Source: an optimization exercise on an open RTL-to-GDS flow (aim: a short achievable clock period and few clock cycles per item). Production flows keep margins and buffers that such runs may drop.
In this exercise RTL edits were held to simulation tests only and were not proved equivalent to the original.
Power figures rest on the tool's default switching activity, not on a simulated workload.

**flow/run.sh**
```bash
#!/bin/bash
# synth_recipe.tcl (not shown) runs the flow's synth.tcl, then flattens the netlist and writes it again
# the make line also repeats each setting of config.mk as NAME=value (left out here)
make -C /OpenROAD-flow-scripts/flow DESIGN_CONFIG=/design/flow/config.mk WORK_HOME=/design/flow/orfs CLKGATE_MAP_FILE= SYNTH_SCRIPT=/design/flow/synth_recipe.tcl finish
```
**flow/config.mk**
```make
export PLATFORM = sky130hd
export DESIGN_NAME = calendar_time_add_minutes
export DESIGN_NICKNAME = calendar_time_add_minutes
export VERILOG_FILES = /design/flow/design.v
export SDC_FILE = /design/flow/constraint.sdc
export NUM_CORES = 4
export LEC_CHECK = 0
export CAP_MARGIN = 20
export CORE_MARGIN = 2
export CORE_UTILIZATION = 40
export SLEW_MARGIN = 20
```
**flow/constraint.sdc**
```tcl
create_clock -name core_clock -period 10.0 [get_ports {clk}]
set_input_delay 2.0000 -clock core_clock [delete_from_list [all_inputs] [get_ports {clk}]]
set_output_delay 2.0000 -clock core_clock [all_outputs]
set_load 0.01 [all_outputs]
```
**flow/design.v**
```verilog
`default_nettype none
package cta_pkg;
    localparam int DAY_W    = 5;
    localparam int MONTH_W  = 4;
    localparam int YEAR_W   = 16;
    localparam int HOUR_W   = 5;
    localparam int MINUTE_W = 6;
    localparam int ADD_W    = 16;
    localparam int DOY_W = 9;     
    localparam int MOD_W = 11;    
    localparam int Y400_W = 9;    
    localparam int RSP_W = DAY_W + MONTH_W + YEAR_W + HOUR_W + MINUTE_W + 1 + DAY_W;
    localparam logic [MOD_W-1:0] MIN_PER_DAY = 11'd1440;
    localparam logic [HOUR_W-1:0]   HOUR_MAX   = 5'd23;
    localparam logic [MINUTE_W-1:0] MINUTE_MAX = 6'd59;
    localparam logic [MONTH_W-1:0] MONTH_JAN = 4'd1;
    localparam logic [MONTH_W-1:0] MONTH_FEB = 4'd2;
    localparam logic [MONTH_W-1:0] MONTH_DEC = 4'd12;
    localparam logic [YEAR_W-1:0] RESET_YEAR = 16'd2000;
    localparam logic REQ_LOAD = 1'b0;
    localparam logic REQ_ADD  = 1'b1;
    localparam int CAP     = 16;
    localparam int QDEPTH  = 16;
    localparam int QPTR_W  = 4;
    localparam int CNT_W   = 6;
endpackage
`default_nettype wire
`default_nettype none
module cta_divider #(
    parameter int W     = 11,
    parameter int QW    = 6,
    parameter int RECIP = 1457,
    parameter int SHIFT = 16
) (
    input  wire logic [W-1:0]  dividend,
    output wire logic [QW-1:0] quot
);
    localparam int PW = W + SHIFT;
    logic [PW-1:0] product;
    assign product = PW'(dividend) * PW'(RECIP);
    assign quot    = QW'(product >> SHIFT);
endmodule
`default_nettype wire
`default_nettype none
import cta_pkg::*;
module calendar_time_add_minutes #(
    parameter int MAX_ADD_MINUTES = 65535
) (
    input  wire logic                     clk,
    input  wire logic                     rst_n,
    input  wire logic                     cmd_valid,
    output wire logic                     cmd_ready,
    input  wire logic                     cmd_req_type,
    input  wire logic [cta_pkg::ADD_W-1:0]    cmd_add_minutes,
    input  wire logic [cta_pkg::DAY_W-1:0]    cmd_load_day,
    input  wire logic [cta_pkg::MONTH_W-1:0]  cmd_load_month,
    input  wire logic [cta_pkg::YEAR_W-1:0]   cmd_load_year,
    input  wire logic [cta_pkg::HOUR_W-1:0]   cmd_load_hour,
    input  wire logic [cta_pkg::MINUTE_W-1:0] cmd_load_minute,
    output wire logic                     rsp_valid,
    input  wire logic                     rsp_ready,
    output wire logic [cta_pkg::DAY_W-1:0]    rsp_out_day,
    output wire logic [cta_pkg::MONTH_W-1:0]  rsp_out_month,
    output wire logic [cta_pkg::YEAR_W-1:0]   rsp_out_year,
    output wire logic [cta_pkg::HOUR_W-1:0]   rsp_out_hour,
    output wire logic [cta_pkg::MINUTE_W-1:0] rsp_out_minute,
    output wire logic                     rsp_leap_flag,
    output wire logic [cta_pkg::DAY_W-1:0]    rsp_month_length
);
    localparam int SAT_W = ($clog2(MAX_ADD_MINUTES + 1) > ADD_W) ?
                           $clog2(MAX_ADD_MINUTES + 1) : ADD_W;
    function automatic logic [DAY_W-1:0] month_len(input logic [MONTH_W-1:0] month,
                                                   input logic leap);
        logic [DAY_W-1:0] len;
        case (month)
            4'd2:                    len = leap ? 5'd29 : 5'd28;
            4'd4, 4'd6, 4'd9, 4'd11: len = 5'd30;
            default:                 len = 5'd31;
        endcase
        month_len = len;
    endfunction
    function automatic logic [DOY_W-1:0] month_start(input logic [MONTH_W-1:0] month,
                                                     input logic leap);
        logic [DOY_W-1:0] s;
        case (month)
            4'd1:    s = 9'd0;
            4'd2:    s = 9'd31;
            4'd3:    s = 9'd59;
            4'd4:    s = 9'd90;
            4'd5:    s = 9'd120;
            4'd6:    s = 9'd151;
            4'd7:    s = 9'd181;
            4'd8:    s = 9'd212;
            4'd9:    s = 9'd243;
            4'd10:   s = 9'd273;
            4'd11:   s = 9'd304;
            default: s = 9'd334;
        endcase
        if (leap && (month > 4'd2))
        begin
            s = s + 9'd1;
        end
        month_start = s;
    endfunction
    logic              cmd_ready_reg;
    logic              cmd_fire;
    logic [CNT_W-1:0]  pend_reg;       
    logic              pop_reg;        
    logic              out_valid_reg;
    logic              out_load;
    logic              q_nonempty;
    logic [QPTR_W:0]   q_wr_reg, q_rd_reg;
    assign cmd_fire = cmd_valid && cmd_ready_reg;
    logic                s0_v;
    logic                s0_typ;
    logic [ADD_W-1:0]    s0_add;
    logic [DAY_W-1:0]    s0_day;
    logic [MONTH_W-1:0]  s0_month;
    logic [YEAR_W-1:0]   s0_year;
    logic [HOUR_W-1:0]   s0_hour;
    logic [MINUTE_W-1:0] s0_minute;
    always_ff @(posedge clk)
    begin
        s0_typ    <= cmd_req_type;
        s0_add    <= cmd_add_minutes;
        s0_day    <= cmd_load_day;
        s0_month  <= cmd_load_month;
        s0_year   <= cmd_load_year;
        s0_hour   <= cmd_load_hour;
        s0_minute <= cmd_load_minute;
    end
    logic [ADD_W-1:0]    add_sat;
    logic [5:0]          s0_days_q;      
    logic [6:0]          s0_y400_q;      
    logic                s1_v;
    logic                s1_typ;
    logic [5:0]          s1_adays;
    logic [10:0]         s1_ahi;         
    logic [4:0]          s1_alo;         
    logic [MONTH_W-1:0]  s1_month;
    logic [DAY_W-1:0]    s1_day;         
    logic [YEAR_W-1:0]   s1_year;
    logic [6:0]          s1_y400_q;
    logic [HOUR_W-1:0]   s1_hour;
    logic [MINUTE_W-1:0] s1_minute;
    assign add_sat = (SAT_W'(s0_add) > SAT_W'(MAX_ADD_MINUTES)) ?
                     ADD_W'(MAX_ADD_MINUTES) : s0_add;
    cta_divider #(.W(11), .QW(6), .RECIP(1457), .SHIFT(16)) u_div_days (
        .dividend (add_sat[15:5]),
        .quot     (s0_days_q)
    );
    cta_divider #(.W(12), .QW(7), .RECIP(1311), .SHIFT(15)) u_div_y400 (
        .dividend (s0_year[15:4]),
        .quot     (s0_y400_q)
    );
    always_ff @(posedge clk)
    begin
        s1_typ    <= s0_typ;
        s1_adays  <= s0_days_q;
        s1_ahi    <= add_sat[15:5];
        s1_alo    <= add_sat[4:0];
        if (s0_month < MONTH_JAN)
        begin
            s1_month <= MONTH_JAN;
        end
        else if (s0_month > MONTH_DEC)
        begin
            s1_month <= MONTH_DEC;
        end
        else
        begin
            s1_month <= s0_month;
        end
        s1_day    <= (s0_day == '0) ? DAY_W'(1) : s0_day;
        s1_year   <= s0_year;
        s1_y400_q <= s0_y400_q;
        s1_hour   <= (s0_hour > HOUR_MAX) ? HOUR_MAX : s0_hour;
        s1_minute <= (s0_minute > MINUTE_MAX) ? MINUTE_MAX : s0_minute;
    end
    logic [5:0]          s1_ahi_rem;     
    logic [4:0]          s1_y_rem;       
    logic [Y400_W-1:0]   s1_y400;
    logic                s1_leap, s1_leap1;
    logic [DAY_W-1:0]    s1_len_n, s1_len_l;
    logic [DAY_W-1:0]    s1_day_n, s1_day_l;
    logic [DOY_W-1:0]    s1_doy_n, s1_doy_l;
    logic                s2_v;
    logic                s2_typ;
    logic [5:0]          s2_adays;
    logic [MOD_W-1:0]    s2_amod;
    logic [DOY_W-1:0]    s2_ldoy;
    logic [MOD_W-1:0]    s2_lmod;
    logic [YEAR_W-1:0]   s2_lyear;
    logic [Y400_W-1:0]   s2_ly400;
    logic                s2_lleap, s2_lleap1;
    assign s1_ahi_rem = 6'(s1_ahi[5:0] - 6'(s1_adays * 6'd45));
    assign s1_y_rem   = 5'(s1_year[8:4] - 5'(s1_y400_q * 5'd25));
    assign s1_y400    = {s1_y_rem, s1_year[3:0]};
    assign s1_leap    = (s1_year[1:0] == 2'd0) &&
                        (s1_y400 != 9'd100) && (s1_y400 != 9'd200) && (s1_y400 != 9'd300);
    assign s1_leap1   = (s1_year[1:0] == 2'd3) &&
                        (s1_y400 != 9'd99) && (s1_y400 != 9'd199) && (s1_y400 != 9'd299);
    assign s1_len_n   = month_len(s1_month, 1'b0);
    assign s1_len_l   = month_len(s1_month, 1'b1);
    assign s1_day_n   = (s1_day > s1_len_n) ? s1_len_n : s1_day;
    assign s1_day_l   = (s1_day > s1_len_l) ? s1_len_l : s1_day;
    assign s1_doy_n   = month_start(s1_month, 1'b0) + DOY_W'(s1_day_n) - DOY_W'(1);
    assign s1_doy_l   = month_start(s1_month, 1'b1) + DOY_W'(s1_day_l) - DOY_W'(1);
    always_ff @(posedge clk)
    begin
        s2_typ    <= s1_typ;
        s2_adays  <= s1_adays;
        s2_amod   <= {s1_ahi_rem, s1_alo};
        s2_ldoy   <= s1_leap ? s1_doy_l : s1_doy_n;
        s2_lmod   <= MOD_W'(s1_hour) * MOD_W'(60) + MOD_W'(s1_minute);
        s2_lyear  <= s1_year;
        s2_ly400  <= s1_y400;
        s2_lleap  <= s1_leap;
        s2_lleap1 <= s1_leap1;
    end
    logic                s3_v;
    logic [DOY_W-1:0]    st_doy;
    logic [MOD_W-1:0]    st_mod;
    logic [YEAR_W-1:0]   st_year;
    logic [Y400_W-1:0]   st_y400;
    logic                st_leap;        
    logic                st_leap1;       
    logic [MOD_W:0]      m_sum, m_dif;
    logic                m_carry;
    logic [MOD_W-1:0]    m_new;
    logic [DOY_W:0]      d_a, d_b, d_a_w, d_b_w;
    logic [DOY_W:0]      ylen;
    logic                w_a, w_b, y_carry;
    logic [DOY_W-1:0]    d_new;
    logic                leap2;          
    logic [Y400_W-1:0]   y400_inc;
    assign m_sum   = (MOD_W+1)'(st_mod) + (MOD_W+1)'(s2_amod);
    assign m_dif   = m_sum - (MOD_W+1)'(MIN_PER_DAY);
    assign m_carry = (m_sum >= (MOD_W+1)'(MIN_PER_DAY));
    assign m_new   = m_carry ? m_dif[MOD_W-1:0] : m_sum[MOD_W-1:0];
    assign ylen    = st_leap ? 10'd366 : 10'd365;
    assign d_a     = (DOY_W+1)'(st_doy) + (DOY_W+1)'(s2_adays);
    assign d_b     = d_a + 10'd1;
    assign d_a_w   = d_a - ylen;
    assign d_b_w   = d_b - ylen;
    assign w_a     = (d_a >= ylen);
    assign w_b     = (d_b >= ylen);
    assign y_carry = m_carry ? w_b : w_a;
    always_comb
    begin
        case ({m_carry, y_carry})
            2'b00:   d_new = d_a[DOY_W-1:0];
            2'b01:   d_new = d_a_w[DOY_W-1:0];
            2'b10:   d_new = d_b[DOY_W-1:0];
            default: d_new = d_b_w[DOY_W-1:0];
        endcase
    end
    assign leap2    = (st_year[1:0] == 2'd2) &&
                      (st_y400 != 9'd98) && (st_y400 != 9'd198) && (st_y400 != 9'd298);
    assign y400_inc = ((st_y400 == 9'd399) || (st_year == 16'hFFFF)) ? '0 : st_y400 + 1'b1;
    always_ff @(posedge clk or negedge rst_n)
    begin
        if (!rst_n)
        begin
            s0_v     <= 1'b0;
            s1_v     <= 1'b0;
            s2_v     <= 1'b0;
            s3_v     <= 1'b0;
            st_doy   <= '0;
            st_mod   <= '0;
            st_year  <= RESET_YEAR;
            st_y400  <= '0;
            st_leap  <= 1'b1;
            st_leap1 <= 1'b0;
        end
        else
        begin
            s0_v <= cmd_fire;
            s1_v <= s0_v;
            s2_v <= s1_v;
            s3_v <= s2_v;
            if (s2_v)
            begin
                if (s2_typ == REQ_LOAD)
                begin
                    st_doy   <= s2_ldoy;
                    st_mod   <= s2_lmod;
                    st_year  <= s2_lyear;
                    st_y400  <= s2_ly400;
                    st_leap  <= s2_lleap;
                    st_leap1 <= s2_lleap1;
                end
                else
                begin
                    st_doy <= d_new;
                    st_mod <= m_new;
                    if (y_carry)
                    begin
                        st_year  <= st_year + 1'b1;
                        st_y400  <= y400_inc;
                        st_leap  <= st_leap1;
                        st_leap1 <= leap2;
                    end
                end
            end
        end
    end
    logic [12:1]         after_start;    
    logic [12:1]         in_month;
    logic [MONTH_W-1:0]  st_month;
    logic [DOY_W-1:0]    st_mstart;
    logic [HOUR_W-1:0]   st_hour;
    logic                s4_v;
    logic [MONTH_W-1:0]  s4_month;
    logic [4:0]          s4_doy;         
    logic [4:0]          s4_mstart;
    logic [DAY_W-1:0]    s4_len;
    logic [YEAR_W-1:0]   s4_year;
    logic                s4_leap;
    logic [HOUR_W-1:0]   s4_hour;
    logic [5:0]          s4_mod;
    cta_divider #(.W(11), .QW(5), .RECIP(1093), .SHIFT(16)) u_div_hour (
        .dividend (st_mod),
        .quot     (st_hour)
    );
    always_comb
    begin
        for (int m = 1; m <= 12; m++)
        begin
            after_start[m] = (st_doy >= month_start(MONTH_W'(m), st_leap));
        end
        for (int m = 1; m <= 11; m++)
        begin
            in_month[m] = after_start[m] && !after_start[m+1];
        end
        in_month[12] = after_start[12];
        st_month  = '0;
        st_mstart = '0;
        for (int m = 1; m <= 12; m++)
        begin
            st_month  = st_month | (in_month[m] ? MONTH_W'(m) : '0);
            st_mstart = st_mstart | (in_month[m] ? month_start(MONTH_W'(m), st_leap) : '0);
        end
    end
    always_ff @(posedge clk)
    begin
        s4_month  <= st_month;
        s4_doy    <= st_doy[4:0];
        s4_mstart <= st_mstart[4:0];
        s4_len    <= month_len(st_month, st_leap);
        s4_year   <= st_year;
        s4_leap   <= st_leap;
        s4_hour   <= st_hour;
        s4_mod    <= st_mod[5:0];
    end
    logic [DAY_W-1:0]    s4_day;
    logic [MINUTE_W-1:0] s4_minute;
    logic [RSP_W-1:0]    s4_rsp;
    logic [RSP_W-1:0]    q_mem [QDEPTH];
    logic [RSP_W-1:0]    out_reg;
    assign s4_day    = s4_doy - s4_mstart + 5'd1;
    assign s4_minute = s4_mod + {s4_hour[3:0], 2'b00};    
    assign s4_rsp    = {s4_day, s4_month, s4_year, s4_hour, s4_minute, s4_leap, s4_len};
    always_ff @(posedge clk)
    begin
        if (s4_v)
        begin
            q_mem[q_wr_reg[QPTR_W-1:0]] <= s4_rsp;
        end
        if (out_load)
        begin
            out_reg <= q_mem[q_rd_reg[QPTR_W-1:0]];
        end
    end
    assign q_nonempty = (q_wr_reg != q_rd_reg);
    assign out_load   = !out_valid_reg || rsp_ready;
    always_ff @(posedge clk or negedge rst_n)
    begin
        if (!rst_n)
        begin
            s4_v          <= 1'b0;
            q_wr_reg      <= '0;
            q_rd_reg      <= '0;
            out_valid_reg <= 1'b0;
            pop_reg       <= 1'b0;
            pend_reg      <= '0;
            cmd_ready_reg <= 1'b1;
        end
        else
        begin
            s4_v <= s3_v;
            if (s4_v)
            begin
                q_wr_reg <= q_wr_reg + 1'b1;
            end
            if (out_load)
            begin
                out_valid_reg <= q_nonempty;
                if (q_nonempty)
                begin
                    q_rd_reg <= q_rd_reg + 1'b1;
                end
            end
            pop_reg  <= out_valid_reg && rsp_ready;
            pend_reg <= pend_reg + CNT_W'(s0_v) - CNT_W'(pop_reg);
            cmd_ready_reg <= ((pend_reg + CNT_W'(s0_v) + CNT_W'(cmd_ready_reg) + 1'b1)
                              <= CNT_W'(CAP));
        end
    end
    assign cmd_ready        = cmd_ready_reg;
    assign rsp_valid        = out_valid_reg;
    assign rsp_out_day      = out_reg[41:37];
    assign rsp_out_month    = out_reg[36:33];
    assign rsp_out_year     = out_reg[32:17];
    assign rsp_out_hour     = out_reg[16:12];
    assign rsp_out_minute   = out_reg[11:6];
    assign rsp_leap_flag    = out_reg[5];
    assign rsp_month_length = out_reg[4:0];
endmodule
`default_nettype wire
```
==> results of run 1 <==
## cell families (layout without fill, tap and decap cells)
group | after synthesis | after routing | share of synthesized area, %
flops | 951 | 951 | 59.2
simple gates | 387 | 387 | 4.40
fa+ha+maj | 414 | 414 | 13.4
compound gates | 387 | 387 | 5.89
other cells | 1 | 3 | 0.00853
buf+inv | 404 | 609 | 3.54
xor+xnor | 129 | 129 | 2.65
mux | 235 | 235 | 10.9
## layer usage
| metal | wire length (um) | vias up |
|---|---|---|
| met5 | 0 | - |
| met4 | 2170 | 0 |
| met3 | 3990 | 146 |
| met2 | 47200 | 519 |
| met1 | 42200 | 12200 |
| li1 | - | 11100 |
## final cells by class
type | count | area (sq um) | share of cell area, %
tap | 1414 | 1770 | 3.54
clock buffer | 138 | 2780 | 5.57
clock inverter | 43 | 453 | 0.907
inverter | 300 | 1130 | 2.25
multi-input combinational | 1555 | 16500 | 33.1
timing repair buffer | 128 | 1230 | 2.46
sequential | 951 | 26100 | 52.2
## final timing paths
kind,startpoint,end,slack [ns],cells after the start
worst max-delay path,st_doy[0],st_doy[3],4.59,17
worst min-delay path,s0_year[2],s1_year[2],0.31,0
worst max register to register,st_doy[0],st_doy[3],4.59,17
worst min register to register,s0_year[2],s1_year[2],0.31,0
max in group asynchronous,rst_n,q_rd_reg[0],7.65,2
min in group asynchronous,rst_n,pend_reg[0],1.14,1
## where the power goes
group / switching, mW / internal [mW]
registers: 0.750 / 5.43
clock network: 1.52 / 2.10
logic: 4.39 / 3.41
## cells in the final DEF (no fill, tap or decap), types with 38 or more instances in the layout
cell	instances
xor2_1	38
dfrtp_1	58
edfxtp_1	663
mux4_2	195
fa_1	93
a21o_1	38
a21oi_1	114
inv_1	300
xnor2_1	84
nand2_1	110
nor2_1	64
dfxtp_1	216
clkbuf_16	102
ha_1	321
o21ai_0	63
clkdlybuf4s50_1	96
## through the flow
step           power [mW]  worst slack [ns]  cell area [sq um]  std cells  utilization, %
6_report             17.6              4.59              49900       4529            45.8
5_1_grt              18.9              4.26              49900       4529            45.8
4_1_cts              17.8              4.67              49900       4529            45.8
3_5_place_dp         14.1              4.69              46700       4348            42.8
3_3_place_gp         13.9              4.71              46700       4347            42.8
2_1_floorplan        11.7              5.36              44000       2910               -
==> impl_metrics.yaml, run 1 <==
timing:
  fin_crit_sh_pct: 54.1
  rsz0062_at_grt: "no"
  finalSetupViolations: 0
  fmax_mhz: 185
  finalMaxSlewViolations: 0
  worst_pin_slew_ns: 1.11
  finalHoldViolations: 0
  hold_slack_ns: 0.306
  slew_headroom_pct: 26.0
  tns_ns: 0
  finalClockSkew_ns: 0.0366
  min_period_ns: 5.41
critical_path:
  cp-end-kind: "flop"
  path_max_fanout: 10
  crit_arrival_ns: 5.96
  crit_family: "compound AO/OA/AOI/OAI gates"
  crit_required_ns: 10.55
  crit_slowest_cell: "xor2_2"
  crit_chain: "ha_1 -> fa_1 -> xor2_2 -> nand3_1 -> o21a_1 -> o311ai_4 -> nand2_4 -> nand2_1 -> o21ai_0 -> ha_1 -> a21o_1 -> nand2_1 -> or4_1 -> a22o_1 -> o311a_1 -> a311o_1 -> a221o_1"
  crit_buf_inv: 0
  crit_type: "flop to flop"
  critPathLaunchType: "flop"
  cpPeakStageDelay_ns: 0.51
logic_synthesis:
  synth.top_cell.area_share_pct: 45.3
  ys_top_cells_by_area: "edfxtp_1 45%, mux4_2 10%, dfxtp_1 9.9%"
  seq_area_frac_synth_pct: 59.2
  netlist_instances: 2908
  synth_edf_count: 663
  ys_ff_latch: 951
  synth_top_cell_by_area: "edfxtp_1"
  synth_cell_type_count: 89
  yosys_warnings: 1
  synthFlopType: "edfxtp_1"
  ys_top_cells_by_count: "663 x edfxtp_1, 321 x ha_1, 300 x inv_1, 217 x dfxtp_1, 195 x mux4_2"
  async_flop_share_pct: 7.47
  synth.most_common_cell: "edfxtp_1"
  avgSynthCellArea_sq_um: 15.1
  synth_area_sq_mm: 0.0440
drt:
  drtPass1Iterations: 6
  via_count: 23900
  drtIter0Drc: 1584
  ant_nets: 0
  wirelength_um: 95500
  via_per_inst: 5.28
  route.detailed.drc: 0
  routedWlPerCell_um: 21.1
power_and_ir_drop:
  leakage_nw: 19.2
  irDropWorstVdd_mv: 0.294
  p_per_area_mw_per_mm2: 352
layout:
  largest_reg_flops: 624
  nFillCells: 9486
  final_nets: 3506
  drive_above_1_share_pct: 14.1
  diodes: 0
  syn_to_final_growth_pct: 13.6
clock_network:
  clk_latency_ns: 0.67
  cts_tree: "yes"
  cts_root_buf: "clkbuf_16"
  clkSinkCount: 951
  cts_resized: 0
  hold_buffers: 0
  clk_pin_slew_ns: 0.06
  postCtsSetupRepairBufs: 0
  htree_levels: 3
  clock_path_buffers: 3
  numCtsBuffers: 99
die:
  fp.dieW_um: 336
  fp.dieH_um: 336
  design.portCount: 101
  die_area_sq_mm: 0.113
  coreArea_sq_mm: 0.109
  rows: 121
  initial_utilization_pct: 40.3
grt:
  globalRoute.totalOverflow: 0
  use_met2_pct: 29.6
  antenna_found_initial: 1
  busiest_layer: "met2"
  grt_usage_pct: 17.3
  grt_max_degree: 97
  grt_pass1_wl_um: 149000
  grt_use_met3_pct: 2.43
  grt_pass1_vias: 25500
  globalRouteMet1Util_pct: 23.0
flow_run:
  maxCapViolations: 0
outcome:
  status: "no timing/DRC/antenna violations"
placement:
  hpwl_um: 60200
  port_buffers: 97
  place_congestion: 0.827
min_path:
  min-delay-path-class: "flop to flop"
Testbench counts, summed over its fixed seeds: cycles 2,456, items 2,400.
==> run 2: changes to the inputs <==
--- a/flow/config.mk
+++ b/flow/config.mk
@@ -7,2 +7,3 @@
 export LEC_CHECK = 0
+export ABC_CLOCK_PERIOD_IN_PS = 1500
 export CAP_MARGIN = 20
@@ -10,2 +11,3 @@
 export CORE_UTILIZATION = 40
+export SETUP_SLACK_MARGIN = 5
 export SLEW_MARGIN = 20
==> run 2 against run 1 <==
Against the previous run:
- design area grew 0.44%
- first-iteration DRC count grew 3.3%
- sequential share of layout area shrank 0.22 points
- maximum frequency grew 12%
- still clean on timing, DRC and antenna
- area after synthesis is the same
- largest cell class unchanged
- sequential power is essentially flat
- critical endpoint unchanged
- clock skew is essentially flat
- worst hold slack is essentially flat
- combinational power grew 3.2%
- critical path depth is the same
- largest power group unchanged
- register-to-register slack gained 0.60 ns
==> impl_metrics.yaml, run 2 <==
clock_network:
  clk_pin_slew_ns: 0.06
  clock_path_buffers: 3
  cts_tree: "yes"
  htree_levels: 3
  hold_buffers: 0
  numCtsBuffers: 99
  clkSinkCount: 951
  clk_latency_ns: 0.68
  cts_root_buf: "clkbuf_16"
logic_synthesis:
  synthFlopType: "edfxtp_1"
  synth_edf_count: 663
  ys_top_cells_by_area: "edfxtp_1 45%, mux4_2 10%, dfxtp_1 9.9%"
  synth.most_common_cell: "edfxtp_1"
  seq_area_frac_synth_pct: 59.2
  ys_ff_latch: 951
  avgSynthCellArea_sq_um: 15.1
  ys_top_cells_by_count: "663 x edfxtp_1, 321 x ha_1, 300 x inv_1, 217 x dfxtp_1, 195 x mux4_2"
  synth_cell_type_count: 89
  netlist_instances: 2908
  synth.top_cell.area_share_pct: 45.3
  synth_top_cell_by_area: "edfxtp_1"
  yosys_warnings: 1
  synth_area_sq_mm: 0.0440
  async_flop_share_pct: 7.47
drt:
  ant_nets: 0
  wl_met1_um: 42000
  via_count: 23900
  drtPass1Iterations: 5
  route.detailed.drc: 0
  drtIter0Drc: 1637
  wirelength_um: 95900
  via_per_inst: 5.28
  top_layer_used: "met4"
  wl_met3_um: 4140
  routedWlPerCell_um: 21.1
  dr_wl_met2_um: 47400
layout:
  diodes: 0
  syn_to_final_growth_pct: 14.1
  layout_commonest_cell: "edfxtp_1"
  fin_util_pct: 46.0
  mostFrequentLayoutCells: "663 x edfxtp_1, 317 x ha_1, 300 x inv_1"
  drive_above_1_share_pct: 14.9
  largest_reg_flops: 624
  final_nets: 3515
  final_area_sq_mm: 0.0502
power_and_ir_drop:
  p_per_area_mw_per_mm2: 356
  p_seq_share_pct: 34.6
  leakage_nw: 19.3
  irDropWorstVdd_mv: 0.294
  p_int_mw: 11.1
  pwr-share-clk_pct: 20.3
  switching_share_pct: 37.9
  combinationalPowerShare_pct: 45.1
  power_mw: 17.8
  p_switching_mw: 6.76
grt:
  globalRoute.totalOverflow: 0
  grt_usage_pct: 17.3
  grt_pass1_vias: 25500
  antenna_found_initial: 1
  grt_max_degree: 97
  grt_pass1_wl_um: 150000
min_path:
  min-delay-path-class: "flop to flop"
  hp-start: "s0_year[2]"
  hold_depth: 0
  whs_endpoint: "s1_year[2]"
timing:
  tns_ns: 0
  finalClockSkew_ns: 0.0366
  min_period_ns: 4.82
  finalSetupViolations: 0
  rsz0062_at_grt: "yes"
  slew_headroom_pct: 26.1
  fmax_mhz: 208
  worst_pin_slew_ns: 1.11
  finalHoldViolations: 0
  fin_crit_sh_pct: 48.2
  finalMaxSlewViolations: 0
critical_path:
  path_max_fanout: 13
  crit_type: "flop to flop"
  ff2ff_path_depth: 17
  worstReg2RegEnd: "st_doy[3]"
  reg2reg_from: "st_doy[2]"
  crit_required_ns: 10.55
  cp-end-kind: "flop"
  critPathLaunchType: "flop"
  regToRegSetupSlack_ns: 5.18
  crit_arrival_ns: 5.37
outcome:
  status: "no timing/DRC/antenna violations"
placement:
  post_dp_cell_area_sq_mm: 0.0467
  place_congestion: 0.827
  hpwl_um: 60200
  port_buffers: 97
die:
  fp.dieW_um: 336
  rows: 121
  fp.dieH_um: 336
  coreArea_sq_mm: 0.109
  initial_utilization_pct: 40.3
  design.portCount: 101
  die_area_sq_mm: 0.113
flow_run:
  maxCapViolations: 0
-- run 2: worst max path at each step --
stage / from / to / slack [ns] / cells after the start
after global routing: st_mod[0] / st_doy[7] / 4.98 / 18
after floorplan: st_doy[0] / st_doy[3] / 5.36 / 19
after detailed placement: st_doy[0] / st_doy[3] / 4.69 / 17
after CTS: st_mod[0] / st_doy[3] / 5.02 / 18
final: st_doy[2] / st_doy[3] / 5.18 / 17
after global placement: st_doy[0] / st_doy[7] / 4.71 / 18
-- run 2: power groups by stage --
stage | Sequential [mW] | Clock [mW] | Combinational, mW
floorplan | 5.88 | 0 | 5.87
global placement | 6.21 | 0 | 7.64
detailed placement | 6.27 | 0 | 7.78
CTS | 6.19 | 3.72 | 7.96
global route | 6.29 | 3.86 | 8.99
finish | 6.17 | 3.62 | 8.05
-- run 2: critical path, stage by stage (launching register included) --
cell and delay, ns:
dfrtp_2 0.51, ha_2 0.42, and3_1 0.24, o21ai_1 0.26, nand3_1 0.26, o21a_1 0.27
o311ai_4 0.35, nand2_4 0.15, nand2_1 0.09, o21ai_1 0.10, ha_1 0.30, a21o_1 0.19
nand2_1 0.09, or4_1 0.40, a22o_1 0.21, o311a_1 0.16, a311o_1 0.36, a221o_1 0.33
-- run 2: cells by family after synthesis --
group	after synthesis	synth area share, %
buffers and inverters	404	3.54
AND/OR/NAND/NOR	387	4.40
flip-flops	951	59.2
AO/OA/AOI/OAI	387	5.89
XOR/XNOR	129	2.65
multiplexers	235	10.9
adder cells (fa/ha/maj)	414	13.4
other	1	0.00853
-- run 2: layout make-up --
class / instances / area [sq um]
fillers: 9457 / 58800
flip-flops and latches: 951 / 26100
multi-input cells: 1555 / 16700
clock buffers: 138 / 2780
well taps: 1414 / 1770
repair buffers: 137 / 1290
inverters: 300 / 1130
clock inverters: 43 / 453
-- run 2: metal layers --
layer  up-vias  track usage (%)
met5         -                0
met4         0             4.54
met3       157             2.49
met2       527             29.7
met1     12200             23.1
li1      11100                -
-- run 2: metrics by stage --
stage / std cells / hold slack (ns) / setup WS [ns]
global placement: 4347 / 0.316 / 4.71
CTS: 4531 / 0.312 / 5.02
global route: 4538 / 0.324 / 4.98
detailed placement: 4348 / 0.312 / 4.69
finish: 4538 / 0.307 / 5.18
floorplan: 2910 / 0.310 / 5.36
-- run 2: what timing repair did --
action	CTS	global route
endpoints found under the setup margin	4	18
buffers inserted	2	7
pin swaps	3	7
gates resized for setup	10	18

## separate check: timing with driven ports
In the flow no input, the clock included, has a driving cell. The finished layouts below were timed again as built, in two steps.
Step 1 (the two cells are an assumption about what drives the block):
set clk [get_ports {clk}]
set_driving_cell -lib_cell sky130_fd_sc_hd__clkbuf_16 $clk
set_driving_cell -lib_cell sky130_fd_sc_hd__buf_2 [delete_from_list [all_inputs] $clk]
Step 2 adds t to the input delays and takes it off the output delays; t is the mean of the earliest and latest rising clock arrival at the registers after step 1. Input paths then give back, and output paths get back, about the clock's delay inside the block.
a / b / c = ideal / step 1 / step 2; a / b = the first two.
| run | shift t [ns] | setup WS [ns] | latest minus earliest clock arrival (ns) | worst register clock-pin slew, ns | worst data-port slew with drivers (ns) |
|---|---|---|---|---|---|
| run 1 | 0.722 | 4.585 / 4.585 / 4.585 | 0.038 / 0.037 | 0.07 / 0.07 | 0.04 |
| run 2 | 0.726 | 5.182 / 5.182 / 5.182 | 0.040 / 0.040 | 0.07 / 0.07 | 0.04 |
After both steps setup and hold are still met in every run listed.
